Source: an optimization exercise on an open RTL-to-GDS flow (aim: small area and few clock cycles per item). Production flows keep margins and buffers that such runs may drop.
The RTL was checked by simulation tests, not by an equivalence proof against the original design.
Power and IR drop assume default switching activity.

## flow/design.v (module list and top-level ports; edited modules follow where they fit)
// module dtsg_sine_rom: 295 lines
// module dtsg_fa: 10 lines
// module dtsg_ha: 9 lines
// module dual_tone_sample_generator_top: 1826 lines
module dual_tone_sample_generator_top (
    input  wire logic                                aclk,
    input  wire logic                                aresetn,
    input  wire logic                                s_tvalid,
    output logic                                     s_tready,
    input  wire logic [dtsg_pkg::S_TDATA_W-1:0]      s_tdata,    
    output logic                                     m_tvalid,
    input  wire logic                                m_tready,
    output logic [dtsg_pkg::M_TDATA_W-1:0]           m_tdata,    
    output logic [0:0]                               m_tuser,    
    input  wire logic                                cfg_wr_en,
    input  wire logic [dtsg_pkg::CFG_INDEX_W-1:0]    cfg_index,
    input  wire logic [dtsg_pkg::CFG_DATA_W-1:0]     cfg_wdata
);
  // ...
==> flow/flow/run.sh <==
#!/bin/bash
# The standard layout (standard.sh), with two changes:
#  - the port buffers are the smallest buffer cell (buf_1)
#  - clock tree synthesis without dummy loads
export BUFFER_PORTS_ARGS="-buffer_cell sky130_fd_sc_hd__buf_1"
export CTS_ARGS="-sink_clustering_enable -repair_clock_nets -sink_clustering_size 30 -sink_clustering_max_diameter 70 -buf_list sky130_fd_sc_hd__clkbuf_16 -dont_use_dummy_load"
bash standard.sh > standard.log 2>&1
==> flow/standard.sh <==
#!/bin/bash
# synth_recipe.tcl (not shown) runs the flow's synth.tcl, then flattens the netlist and writes it again
# the make line also repeats each setting of config.mk as NAME=value (left out here)
make -C /OpenROAD-flow-scripts/flow DESIGN_CONFIG=/design/flow/config.mk WORK_HOME=/design/flow/orfs CLKGATE_MAP_FILE= SYNTH_SCRIPT=/design/flow/synth_recipe.tcl "${@:-finish}"
==> flow/config.mk <==
export PLATFORM = sky130hd
export DESIGN_NAME = dual_tone_sample_generator_top
export DESIGN_NICKNAME = dual_tone_sample_generator_top
export VERILOG_FILES = /design/flow/design.v
export SDC_FILE = /design/flow/constraint.sdc
export NUM_CORES = 4
export LEC_CHECK = 0
export ABC_AREA = 1
export ABC_CLOCK_PERIOD_IN_PS = 10000
export CAP_MARGIN = 20
export CORE_MARGIN = 2
export CORE_UTILIZATION = 60
export CTS_BUF_LIST = sky130_fd_sc_hd__clkbuf_16
export CTS_CLUSTER_DIAMETER = 60
export CTS_CLUSTER_SIZE = 24
export SLEW_MARGIN = 20
export SYNTH_HIERARCHICAL = 1
export SYNTH_MINIMUM_KEEP_SIZE = 0
==> flow/constraint.sdc <==
create_clock -name core_clock -period 10.0 [get_ports {aclk}]
set_input_delay 2.0000 -clock core_clock [delete_from_list [all_inputs] [get_ports {aclk}]]
set_output_delay 2.0000 -clock core_clock [all_outputs]
set_load 0.01 [all_outputs]
==> flow_summary.yaml, run 1 <==
finish:
  fin_cells: 2863
  clock_buffers: 19
  syn2layout_area_growth_pct: 5.069
  drive_gt1_share_pct: 7.619
  dominant_cells: "multi-input combinational cells"
  diodes: 0
floorplan:
  num_rows: 69
  dieWidth_um: 194.3
clock_tree:
  cts_resized: 0
  clockBufferDepth: 3
worst_hold_path:
  hp-class: "flip-flop to flip-flop"
synthesis:
  yosys.area.top_type: "edfxtp_1"
  netlist_area_um2: 21720
routing:
  num_vias: 16040
power:
  finalPower_mw: 6.172
  p_clk_share_pct: 10.4
  p_leak_nw: 9.219
global_route:
  grt_usage_pct: 27.90
  grt_pass1_wl_mm: 84.36
  grt_overflow: 0
worst_setup_path:
  endpoint: "m_tdata[11]"
  cp_slowest_cell: "fa_1"
status:
  status: "finished clean"
timing:
  setup_viol: 0
  tightest_slew_ns: 0.8743
Testbench counts, summed over its fixed seeds: cycles 16,032, items 16,000.
==> run 2: changes to the inputs <==
==> flow/flow/run.sh (replaced) <==
#!/bin/bash
# The standard layout (standard.sh), with two changes:
#  - the port buffers are the smallest buffer cell (buf_1)
#  - clock tree synthesis without dummy loads
export BUFFER_PORTS_ARGS="-buffer_cell sky130_fd_sc_hd__buf_1"
export CTS_ARGS="-sink_clustering_enable -repair_clock_nets -sink_clustering_size 20 -sink_clustering_max_diameter 50 -root_buf sky130_fd_sc_hd__clkbuf_16 -buf_list sky130_fd_sc_hd__clkbuf_8 -dont_use_dummy_load"
bash standard.sh > standard.log 2>&1
==> run 2 against run 1 <==
Compared with the run above:
- still clean on timing, DRC and antenna
- routed wire length hardly changed
- combinational power hardly changed
- core utilization is 0.31 points lower
- global-route usage hardly changed
- non-clock buffer count stayed put
- largest power group unchanged
- highest routed layer unchanged
==> flow_summary.yaml, run 2 <==
status:
  status: "finished clean"
worst_setup_path:
  cp-start-kind: "flip-flop"
  crit_fanout: 15
  worst_setup_path_end_kind: "primary output"
  path_buf_inv: 4
  arrival_ns: 7.26
  crit_family: "adder cells"
  path_class: "flip-flop to primary output"
  cp.required_ns: 8.00
  cpPeakStageDelay_ns: 0.54
  crit_top_cell: "nand2_1"
  cp_slowest_cell: "inv_1"
timing:
  fin_skew_ns: 0.06755
  slew_headroom_pct: 42.10
  final.setup.tns_ns: 0
  tightest_slew_ns: 0.8685
  period_share_pct: 92.61
  whs_ns: 0.5573
  finalCriticalPeriod_ns: 9.261
  slew_violations: 0
  clock.fmax_mhz: 108.0
  hold_violations: 0
  rsz0062_at_grt: "false"
  setup_viol: 0
floorplan:
  num_rows: 69
  die_area_um2: 37740
  dieWidth_um: 194.3
  die-height_um: 194.3
  num_io_pins: 67
  initial_core_util_pct: 61.07
  core_um2: 35570
finish:
  diodes: 0
  final_common_cell: "nand2_1"
  fin_nets: 2808
  drive_gt1_share_pct: 7.811
  layout_common_cells: "620 x nand2_1, 340 x inv_1, 286 x fa_1, 240 x nor2_1, 226 x edfxtp_1"
  syn2layout_area_growth_pct: 4.556
  finish.utilization_pct: 63.85
  fin_cells: 2868
routing:
  num_vias: 16060
  drtIter0Drc: 1360
  first_pass_iters: 5
  wl_per_cell_um: 17.85
  postRouteAntennaNets: 0
  avgViaCountPerCell: 5.598
  drc_errors: 0
  wl_mm: 51.18
power:
  peakVddDrop_mv: 1.213
  cellPowerDensity_nw_per_um2: 267.0
  p_leak_nw: 9.173
synthesis:
  synth_top_area_share_pct: 31.24
  synth_edf_count: 226
  synth-seq-area-share_pct: 31.43
  synthArstFlopShare_pct: 0
  syn_nets: 2781
  yosys_warnings: 7
  syn_avg_cell_area_um2: 9.119
  ys_types: 63
  netlist_instances: 2382
  synth_flop_cell: "edfxtp_1"
  synth.most_common_cell: "nand2_1"
  synth.area.top_cells: "edfxtp_1 31%, fa_1 26%, nand2_1 11%"
  yosys.area.top_type: "edfxtp_1"
  synth-seq-cells: 228
  netlist_area_um2: 21720
  synth_commonest_cells: "621 x nand2_1, 342 x inv_1, 286 x fa_1"
clock_tree:
  cts_tree: "yes"
  h-tree-depth: 1
  clkSinkCount: 228
  cts_inserted_buffers: 24
  clkLatencyLatePin_ns: 0.52
  cts.clk_slew.worst_paths_ns: 0.08
  clockBufferDepth: 3
  ctsRootBufferMaster: "clkbuf_16"
worst_hold_path:
  hp-class: "flip-flop to flip-flop"
global_route:
  grt_usage_pct: 27.86
  grt_pass1_wl_mm: 84.08
  antenna_found_initial: 0
  grt_overflow: 0
  grt_pass1_vias: 16330
  grt_max_degree: 73
place:
  placed_cells: 2839
  gp_congestion: 0.9314
  place_hpwl_mm: 39.20
  port_buffers: 59
flow_run:
  maxCapViolations: 0
run 2: cell counts after synthesis:
No cell type changed its count.
run 2: cell type report:
type | instances | area [um2]
multi-input combinational | 1718 | 13180
fill | 3050 | 12860
sequential | 228 | 6827
inverter | 359 | 1356
tap | 461 | 576.8
timing repair buffer | 78 | 405.4
clock buffer | 24 | 364.1
run 2: through the flow:
stage	setup WS, ns	instance area (um2)	total power, mW
2_1_floorplan	1.562	21720	4.546
3_3_place_gp	1.176	22270	5.386
3_5_place_dp	0.9814	22270	5.545
4_1_cts	0.4320	22630	6.103
5_1_grt	0.3587	22710	6.713
6_report	0.7392	22710	6.064
run 2: power by group:
group          switching [mW]  internal [mW]  leakage (nW)
Sequential              0.150           1.19          2.26
Clock                   0.304          0.241         0.188
Combinational            2.48           1.70          6.73
Total                    2.93           3.13          9.17
run 2: path summary, 6_finish.rpt:
kind / endpoint / cells past startpoint / start / slack (ns)
hold reg to reg: phase_zero_reg / 2 / phase_zero_reg / 0.56
setup / recovery: m_tdata[11] / 26 / tone_mode_reg / 0.74
setup reg to reg: count_reg[10] / 35 / count_reg[1] / 2.35
hold / removal: phase_zero_reg / 2 / phase_zero_reg / 0.56
run 2: worst register-to-register path: cells and delay by family, from the launching register on:
family                   cells  cell delay [ns]
flip-flops                   1             0.43
buffers and inverters        2             0.44
AND/OR/NAND/NOR              2             0.73
adder cells (fa/ha/maj)     31             5.74
run 2: Yosys stat by module (local to each module, per instance):
| module | copies in the design | flip-flops and latches | cells |
|---|---|---|---|
| dtsg_ha | 35 | 0 | 1 |
| dtsg_sine_rom | 2 | 0 | 257 |
| dtsg_fa | 286 | 0 | 1 |
| dual_tone_sample_generator_top | 1 | 228 | 1547 |
run 2: cells by family after synthesis:
family          share of synthesized area (%)
simple gates                            21.46
xor+xnor                                1.526
compound gates                          7.315
fa+ha+maj                               30.15
buf+inv                                 8.122
flops                                   31.43
run 2: repair_timing:
| item | CTS | global route |
|---|---|---|
| buffers inserted | 0 | 3 |
| endpoints found under the setup margin | 0 | 1 |
| hold buffers | 0 | 0 |
| gates resized for setup | 0 | 1 |
run 2: metal layers:
layer / up-vias / global-route usage [%] / part of all wire, %
li1: 7572 / - / -
met5: - / 0 / 0
met3: 86 / 4.470 / 7.2
met2: 606 / 45.27 / 47
met4: 0 / 7.772 / 2.4
met1: 7791 / 39.28 / 43
==> run 3: changes to the inputs <==
--- a/flow/config.mk
+++ b/flow/config.mk
@@ -10,8 +10,5 @@
 export CAP_MARGIN = 20
 export CORE_MARGIN = 2
-export CORE_UTILIZATION = 60
-export CTS_BUF_LIST = sky130_fd_sc_hd__clkbuf_16
-export CTS_CLUSTER_DIAMETER = 60
-export CTS_CLUSTER_SIZE = 24
+export CORE_UTILIZATION = 70
 export SLEW_MARGIN = 20
 export SYNTH_HIERARCHICAL = 1
==> run 3 against run 2 <==
Compared with the run above:
- still clean
- global-route usage increased by 4.8 points
- die area decreased by 14%
- synthesized area unchanged
- count of clock-buffer cells in the layout unchanged
- final area decreased by 0.59%
- combinational power about the same
- setup slack improved by 0.0074 ns
- final cell count decreased by 2.4%
- first-iteration DRC count increased by 26%
- sequential share of layout area increased by 0.18 points
- critical endpoint unchanged
==> flow_summary.yaml, run 3 <==
status:
  status: "finished clean"
global_route:
  grt_max_degree: 79
  grt_pass1_wl_mm: 85.59
  grt_pass1_vias: 17330
  antenna_found_initial: 0
  grt_overflow: 0
  grt_usage_pct: 32.68
timing:
  rsz0062_at_grt: "false"
  tightest_slew_ns: 1.066
  fin_skew_ns: 0.06792
  period_share_pct: 92.53
  whs_ns: 0.5732
  slew_headroom_pct: 28.67
  setup_viol: 0
  finalCriticalPeriod_ns: 9.253
  clock.fmax_mhz: 108.1
  hold_violations: 0
  final.setup.tns_ns: 0
  slew_violations: 0
clock_tree:
  cts_inserted_buffers: 24
  cts-hold-fix-buffers: 0
  cts_tree: "yes"
  clkLatencyLatePin_ns: 0.52
  clkSinkCount: 228
  cts_resized: 0
  cts.clk_slew.worst_paths_ns: 0.10
  h-tree-depth: 1
  ctsRootBufferMaster: "clkbuf_16"
  clockBufferDepth: 3
floorplan:
  initial_core_util_pct: 71.01
  num_rows: 64
  num_io_pins: 67
  die-height_um: 180.2
  core_um2: 30590
  dieWidth_um: 180.2
  die_area_um2: 32460
worst_setup_path:
  path_buf_inv: 4
  crit_fanout: 15
  worst_setup_path_end_kind: "primary output"
  cp-start-kind: "flip-flop"
  crit_top_cell: "nand2_1"
  cp.required_ns: 8.00
  arrival_ns: 7.25
  crit_family: "adder cells"
  path_class: "flip-flop to primary output"
  cpPeakStageDelay_ns: 0.54
  cp_slowest_cell: "fa_1"
routing:
  drtIter0Drc: 1707
  drc_errors: 0
  first_pass_iters: 6
  postRouteAntennaNets: 0
  avgViaCountPerCell: 5.930
  wl_mm: 51.30
  wl_per_cell_um: 18.33
  num_vias: 16600
synthesis:
  synth_flop_cell: "edfxtp_1"
  yosys_warnings: 7
  syn_avg_cell_area_um2: 9.119
  synth_top_area_share_pct: 31.24
  netlist_instances: 2382
  syn_nets: 2781
  synth_edf_count: 226
  netlist_area_um2: 21720
  ys_types: 63
  synth-seq-area-share_pct: 31.43
  synth.most_common_cell: "nand2_1"
  synth-seq-cells: 228
  synthArstFlopShare_pct: 0
  yosys.area.top_type: "edfxtp_1"
  synth.area.top_cells: "edfxtp_1 31%, fa_1 26%, nand2_1 11%"
  synth_commonest_cells: "621 x nand2_1, 342 x inv_1, 286 x fa_1"
finish:
  diodes: 0
  drive_gt1_share_pct: 7.615
  fin_nets: 2804
  syn2layout_area_growth_pct: 3.934
  final_common_cell: "nand2_1"
  layout_common_cells: "620 x nand2_1, 341 x inv_1, 286 x fa_1, 240 x nor2_1, 226 x edfxtp_1"
  finish.utilization_pct: 73.81
worst_hold_path:
  hp-class: "flip-flop to flip-flop"
place:
  gp_congestion: 0.9513
  place_hpwl_mm: 39.29
  port_buffers: 59
power:
  peakVddDrop_mv: 0.4887
  cellPowerDensity_nw_per_um2: 268.2
  p_leak_nw: 9.150
  finalPower_mw: 6.055
flow_run:
  maxCapViolations: 0
run 3: cell counts after synthesis:
Identical to the previous run, type by type.
run 3: repair_timing:
| item | in CTS | in global routing |
|---|---|---|
| hold endpoints to repair | 0 | 0 |
| setup endpoints to repair | 0 | 1 |
| buffers inserted | 0 | 3 |
run 3: report_power, final:
group | internal (mW) | leakage, nW | total, mW | switching [mW]
Sequential | 1.19 | 2.26 | 1.34 | 0.155
Clock | 0.241 | 0.188 | 0.543 | 0.302
Combinational | 1.70 | 6.70 | 4.17 | 2.47
run 3: layout make-up:
class	instances	area (um2)
flip-flops and latches	228	6827
multi-input cells	1718	13180
fillers	2170	8013
clock buffers	24	364.1
repair buffers	74	355.3
inverters	359	1353
well taps	396	495.5
run 3: cells by family (layout without fill, tap and decap cells):
group | after synthesis | after routing | synth area share, %
simple gates | 1083 | 1083 | 21.46
fa+ha+maj | 352 | 352 | 30.15
buf+inv | 436 | 457 | 8.122
flops | 228 | 228 | 31.43
xor+xnor | 31 | 31 | 1.526
compound gates | 252 | 252 | 7.315
run 3: metrics by stage:
stage | worst slack (ns) | cell area (um2) | std cells
floorplan | 1.562 | 21720 | 2382
global placement | 1.172 | 22160 | 2771
detailed placement | 1.060 | 22160 | 2771
CTS | 0.5119 | 22530 | 2795
global route | 0.1801 | 22580 | 2799
finish | 0.7466 | 22580 | 2799
run 3: path summary, 6_finish.rpt:
check                                 endpoint            from  slack [ns]  cells past startpoint
worst min-delay path            phase_zero_reg  phase_zero_reg        0.57                      2
worst max register to register   count_reg[10]    count_reg[1]        2.70                     35
worst min register to register  phase_zero_reg  phase_zero_reg        0.57                      2
worst max-delay path               m_tdata[11]   tone_mode_reg        0.75                     26
run 3: metal layers:
layer  GRT usage (%)  up-vias  routed length, um
li1                -     7597                  -
met1           43.78     7967              19760
met2           55.10      859              25080
met3           4.810      176               4475
met4           11.84        0               1980
met5               0        -                  0
run 3: Yosys stat by module, one instance, submodules excluded:
| module | times used | area (um2) | cells inside | flip-flops and latches |
|---|---|---|---|---|
| dtsg_ha | 35 | 12.51 | 1 | 0 |
| dual_tone_sample_generator_top | 1 | 12720 | 1547 | 228 |
| dtsg_fa | 286 | 20.02 | 1 | 0 |
| dtsg_sine_rom | 2 | 1421 | 257 | 0 |
run 3: tightest hold or removal path, stage by stage (launching register included):
cell     delay, ns
dfxtp_1       0.32
inv_1         0.10
o21ai_0       0.10

port drivers added, routing unchanged:
The flow's constraints put no driver on any port. The routed layouts listed below were extracted and timed again, unchanged, in two steps. Step 1, drivers: a clkbuf_16 drives aclk and a buf_2 each remaining input, both assumed. Step 2 also shifts input and output timing later by t, the mid clock arrival at the registers, as if the neighbouring blocks saw the same clock. Three values: ideal, step 1, step 2; two values: the first two.
| run | t, ns | setup WS [ns] | worst register clock-pin slew, ns |
|---|---|---|---|
| run 1 | 0.533 | 0.754 / 0.700 / 1.233 | 0.09 / 0.09 |
| run 2 | 0.535 | 0.739 / 0.686 / 1.221 | 0.11 / 0.11 |
| run 3 | 0.536 | 0.747 / 0.694 / 1.230 | 0.11 / 0.11 |
After both steps every run listed still meets setup and hold.
